From an optimization exercise on the open Yosys and OpenROAD flow, aimed at small area and few clock cycles per item; shortcuts taken in it are not production practice. Only simulation tests tie the RTL to the original design; equivalence was not proved. Power and IR drop assume default switching activity.

## red
==> module range_negotiation_ack_barrier_unit, before the edit <==
module range_negotiation_ack_barrier_unit (
    input  logic                          clk,
    input  logic                          rst_n,
    input  logic                          in_valid,
    output logic                          in_ready,
    input  logic [1:0]                    action,
    input  logic [rnab_pkg::SRC_W-1:0]    sender,
    input  logic [rnab_pkg::ROUND_W-1:0]  msg_round,
    output logic                          out_valid,
    input  logic                          out_ready,
    output logic [2:0]                    kind,
    output logic [2:0]                    error_code,
    output logic [rnab_pkg::ROUND_W-1:0]  round,
    output logic [1:0]                    phase,
    output logic [1:0]                    prev_phase,
    output logic                          last,
    input  logic                          psel,
    input  logic                          penable,
    input  logic                          pwrite,
    input  logic [rnab_pkg::PADDR_W-1:0]  paddr,
    input  logic [rnab_pkg::PDATA_W-1:0]  pwdata,
    output logic [rnab_pkg::PDATA_W-1:0]  prdata,
    output logic                          pready
);
    logic [rnab_pkg::RANK_W-1:0]   rank_total;
    logic                          pend2;
    logic                          take;
    logic                          bump;
    logic [3:0]                    code;
    logic [2:0]                    kind_c;
    logic [2:0]                    err_c;
    logic                          two_c;
    logic [rnab_pkg::ROUND_W-1:0]  pivot_round;
    logic [rnab_pkg::ROUND_W-1:0]  ack_round;
    assign in_ready = !pend2 && (!out_valid || out_ready);
    assign take     = in_valid && in_ready;
    assign bump     = pend2 && out_ready;
    rnab_cfg u_cfg (
        .clk        (clk),
        .rst_n      (rst_n),
        .psel       (psel),
        .penable    (penable),
        .pwrite     (pwrite),
        .paddr      (paddr),
        .pwdata     (pwdata),
        .prdata     (prdata),
        .pready     (pready),
        .rank_total (rank_total)
    );
    rnab_core u_core (
        .clk         (clk),
        .rst_n       (rst_n),
        .take        (take),
        .bump        (bump),
        .action      (action),
        .sender      (sender),
        .msg_round   (msg_round),
        .rank_total  (rank_total),
        .kind        (kind_c),
        .err         (err_c),
        .two         (two_c),
        .phase       (phase),
        .prev_phase  (prev_phase),
        .pivot_round (pivot_round),
        .ack_round   (ack_round)
    );
    always_ff @(posedge clk or negedge rst_n)
    begin
        if (!rst_n)
        begin
            out_valid <= 1'b0;
            pend2     <= 1'b0;
        end
        else
        begin
            if (take)
            begin
                out_valid <= 1'b1;
                pend2     <= two_c;
            end
            else if (out_ready)
            begin
                out_valid <= pend2;
                pend2     <= 1'b0;
            end
        end
    end
    always_ff @(posedge clk)
    begin
        if (take)
            code <= (err_c != 3'd0) ? {1'b1, err_c} : {2'b00, kind_c[1:0]};
        else if (bump)
            code <= 4'd1;
    end
    assign kind       = {code[3], code[1:0] & {2{!code[3]}}};
    assign error_code = {code[2], code[1:0] & {2{code[3]}}};
    assign last       = !pend2;
    assign round      = (pivot_round & {rnab_pkg::ROUND_W{code == 4'd0}})
                      | (ack_round & {rnab_pkg::ROUND_W{code == 4'd1}});
endmodule
Settings: LEC_CHECK=0, CAP_MARGIN=20, CORE_MARGIN=2, CORE_UTILIZATION=70, SLEW_MARGIN=20; clock period 6.5 ns.
standard.sh (not shown) runs the stock make flow with config.mk's settings and CLKGATE_MAP_FILE= SYNTH_SCRIPT=/design/flow/synth_recipe.tcl, a recipe that flattens the netlist after the stock synthesis.
==> flow/flow/run.sh <==
#!/bin/bash
# Standard layout with area-oriented changes: port buffers use buf_1 and
# clock tree synthesis uses clusters of sinks under single small clock
# buffers, without dummy loads. Constant outputs share one tie cell.
set -euo pipefail
export SKIP_REPAIR_TIE_FANOUT=1
export BUFFER_PORTS_ARGS="-buffer_cell sky130_fd_sc_hd__buf_1"
export CTS_ARGS="-sink_clustering_enable -repair_clock_nets -dont_use_dummy_load -buf_list sky130_fd_sc_hd__clkbuf_8 -sink_clustering_size 20 -sink_clustering_max_diameter 60"
bash standard.sh > standard_make.log 2>&1
Testbench counts of red, summed over its fixed seeds: cycles 64,320, items 64,000.
## Diff of input files: blue against red
--- a/flow/design.v
+++ b/flow/design.v
@@ -348,11 +348,10 @@
 );
     logic [rnab_pkg::RANK_W-1:0]   rank_total;
     logic                          pend2;
     logic                          take;
     logic                          bump;
-    logic [3:0]                    code;
     logic [2:0]                    kind_c;
     logic [2:0]                    err_c;
     logic                          two_c;
     logic [rnab_pkg::ROUND_W-1:0]  pivot_round;
     logic [rnab_pkg::ROUND_W-1:0]  ack_round;
@@ -410,15 +409,16 @@
         end
     end
     always_ff @(posedge clk)
     begin
         if (take)
-            code <= (err_c != 3'd0) ? {1'b1, err_c} : {2'b00, kind_c[1:0]};
+        begin
+            kind       <= kind_c;
+            error_code <= err_c;
+        end
         else if (bump)
-            code <= 4'd1;
+            kind <= 3'd1;
     end
-    assign kind       = {code[3], code[1:0] & {2{!code[3]}}};
-    assign error_code = {code[2], code[1:0] & {2{code[3]}}};
-    assign last       = !pend2;
-    assign round      = (pivot_round & {rnab_pkg::ROUND_W{code == 4'd0}})
-                      | (ack_round & {rnab_pkg::ROUND_W{code == 4'd1}});
+    assign last  = !pend2;
+    assign round = (pivot_round & {rnab_pkg::ROUND_W{kind == 3'd0}})
+                 | (ack_round & {rnab_pkg::ROUND_W{kind == 3'd1}});
 endmodule
### Flow results
[blue vs red] worst-case vdd ir drop: higher in blue
Reported for blue and red, number of gates given a new drive strength after cts turned out identical to the last digit.
Row overall fraction of global-route tracks in use: blue higher / red lower
After synthesis and placement, the instance count of blue is above that of red.
red → blue: period utilization climbed 2.3 points; share of layout cells above drive strength 1 dropped 1.4 points.
Lower sequential cell count was reported by red, not blue.
On maximum count of clock buffers along a single path, blue and red are neck and neck.
Sort blue and red by sum of internal, switching and leakage power asc -> top: red
Testbench counts of blue, summed over its fixed seeds: cycles 64,320, items 64,000.

* * *

== v17 ==
RTL: one of the versions met above, not the one the previous note started from.
For scale: ~160 I/O pins, roughly 13000 sq um of cells after synthesis.
==> flow/config.mk <==
export PLATFORM = sky130hd
export DESIGN_NAME = range_negotiation_ack_barrier_unit
export DESIGN_NICKNAME = range_negotiation_ack_barrier_unit
export VERILOG_FILES = /design/flow/design.v
export SDC_FILE = /design/flow/constraint.sdc
export NUM_CORES = 4
export LEC_CHECK = 0
export CAP_MARGIN = 20
export CORE_MARGIN = 2
export CORE_UTILIZATION = 40
export SLEW_MARGIN = 20
==> flow/constraint.sdc <==
create_clock -name core_clock -period 6.5 [get_ports {clk}]
set_input_delay 1.3000 -clock core_clock [delete_from_list [all_inputs] [get_ports {clk}]]
set_output_delay 1.3000 -clock core_clock [all_outputs]
set_load 0.01 [all_outputs]
==> flow/flow/run.sh <==
#!/bin/bash
# Standard layout with area-oriented changes: port buffers use buf_1 and
# clock tree synthesis uses clusters of sinks under single small clock
# buffers, without dummy loads.
set -euo pipefail
export BUFFER_PORTS_ARGS="-buffer_cell sky130_fd_sc_hd__buf_1"
export CTS_ARGS="-sink_clustering_enable -repair_clock_nets -dont_use_dummy_load -buf_list sky130_fd_sc_hd__clkbuf_8 -sink_clustering_size 20 -sink_clustering_max_diameter 60"
bash standard.sh > standard_make.log 2>&1
Testbench counts of v17, summed over its fixed seeds: cycles 64,320, items 64,000.
--- input diff v17..v28 ---
diff --git a/flow/design.v b/flow/design.v
--- a/flow/design.v
+++ b/flow/design.v
@@ -74,45 +74,21 @@
     logic        resp_ld;
     logic        pr_inc;
     logic        ar_inc;
     logic        set_en;
     logic        swap;
     assign n_eff      = rank_total[6] ? 7'd64 : rank_total;
     assign bad        = (sender >= {1'b0, n_eff});
     assign renego     = (phase == P_RENEGO);
     assign resp_inc   = renego ? {1'b0, resp} + 7'd1 : 7'd1;
     assign pivot_done = (resp_inc >= n_eff);
-    logic [rnab_pkg::ROUND_W-1:0]  ack_carry;
-    logic [rnab_pkg::ROUND_W-1:0]  piv_tog;
-    logic [3:0]                    ack_blk;
-    logic [3:0]                    piv_blk;
-    assign ack_blk[0] = 1'b1;
-    assign piv_blk[0] = pr_inc || bump;
-    for (genvar b = 1; b < 4; b++)
-    begin : g_blk
-        assign ack_blk[b] = ack_blk[b-1] && (&ack_round[8*b-1:8*b-8]);
-        assign piv_blk[b] = piv_blk[b-1] && (&pivot_round[8*b-1:8*b-8]);
-    end
-    for (genvar i = 0; i < rnab_pkg::ROUND_W; i++)
-    begin : g_carry
-        if (i % 8 == 0)
-        begin : g_first
-            assign ack_carry[i] = ack_blk[i/8];
-            assign piv_tog[i]   = piv_blk[i/8];
-        end
-        else
-        begin : g_next
-            assign ack_carry[i] = ack_carry[i-1] && ack_round[i-1];
-            assign piv_tog[i]   = piv_tog[i-1] && pivot_round[i-1];
-        end
-    end
-    assign ack_round_inc = ack_round ^ ack_carry;
+    assign ack_round_inc = ack_round + 1'b1;
     assign to_next       = (msg_round == ack_round_inc);
     assign is_now        = (msg_round == ack_round);
     assign complete      = to_next ? (cnt_now >= n_eff) : ({1'b0, cnt_now} + 8'd1 >= {1'b0, n_eff});
     rnab_fifo u_maps (
         .clk     (clk),
         .rst_n   (rst_n),
         .sel     (sel),
         .to_next (to_next),
         .idx     (sender[5:0]),
         .set_en  (set_en),
@@ -248,22 +224,24 @@
         end
         else
         begin
             if (take)
             begin
                 phase      <= phase_d;
                 prev_phase <= prev_d;
             end
             if (resp_ld)
                 resp <= (action == 2'd0) ? 6'd0 : resp_inc[5:0];
-            pivot_round <= pivot_round ^ piv_tog;
-            ack_round   <= ack_round ^ (ack_carry & {rnab_pkg::ROUND_W{ar_inc}});
+            if (pr_inc || bump)
+                pivot_round <= pivot_round + 1'b1;
+            if (ar_inc)
+                ack_round <= ack_round_inc;
             if (swap)
                 sel <= !sel;
         end
     end
 endmodule
 `timescale 1ns / 1ps
 module rnab_fifo (
     input  logic        clk,
     input  logic        rst_n,
     input  logic        sel,
@@ -412,13 +390,13 @@
     begin
         if (take)
         begin
             kind       <= kind_c;
             error_code <= err_c;
         end
         else if (bump)
             kind <= 3'd1;
     end
     assign last  = !pend2;
-    assign round = (pivot_round & {rnab_pkg::ROUND_W{kind == 3'd0}})
-                 | (ack_round & {rnab_pkg::ROUND_W{kind == 3'd1}});
+    assign round = (kind == 3'd0) ? pivot_round :
+                   (kind == 3'd1) ? ack_round : '0;
 endmodule
==> comparison <==
For v17, the cell at the slowest stage of the critical path was sky130_fd_sc_hd__or4_1, unlike v28, where it was sky130_fd_sc_hd__or4b_1. From v17 to v28 the numbers moved as follows: reg2reg setup slack increased by 0.98 ns relative to the old numbers, post-route minimum period decreased by 0.98 ns relative to the old numbers, post-synthesis to final-layout area growth decreased by 1.8 points relative to the old numbers, reported clock group power increased by 3.5% relative to the old numbers. Delta (v28 minus v17): maximum fanout encountered on the critical timing path moved up; core occupancy in the finished layout moved down; design area went up by 230 sq um; total number of vias now larger; worst setup timing slack at the placement stage higher. Count of different cell masters after synthesis delta for v28 relative to v17: 14% higher.
Testbench counts of v28, summed over its fixed seeds: cycles 64,320, items 64,000.

==> re-timing with driven ports <==
Ports are ideal in the flow. The routed layouts listed here were re-timed in OpenROAD.
Step 1 sets driving cells, clkbuf_16 on the clock port and buf_2 on the other inputs (assumed; they add their load-dependent delay and slew).
Step 2 adds t to the input delays and takes it off the output delays; t is the mean of the earliest and latest rising clock arrival at the registers after step 1. Input paths then give back, and output paths get back, about the clock's delay inside the block.
a / b / c = ideal / step 1 / step 2; a / b = the first two.
run	t, ns	slack for setup (ns)	slew at the worst register clock pin (ns)
red	0.555	0.528 / 0.528 / 0.528	0.12 / 0.12
blue	0.543	0.378 / 0.378 / 0.378	0.12 / 0.12
v17	0.576	0.539 / 0.539 / 0.539	0.12 / 0.12
v28	0.583	1.520 / 1.520 / 1.151	0.11 / 0.11
After both steps setup and hold are still met in every run listed. For v28, which loses most, drivers alone change the setup slack by 0.000 ns; drivers and shift together by -0.369 ns.
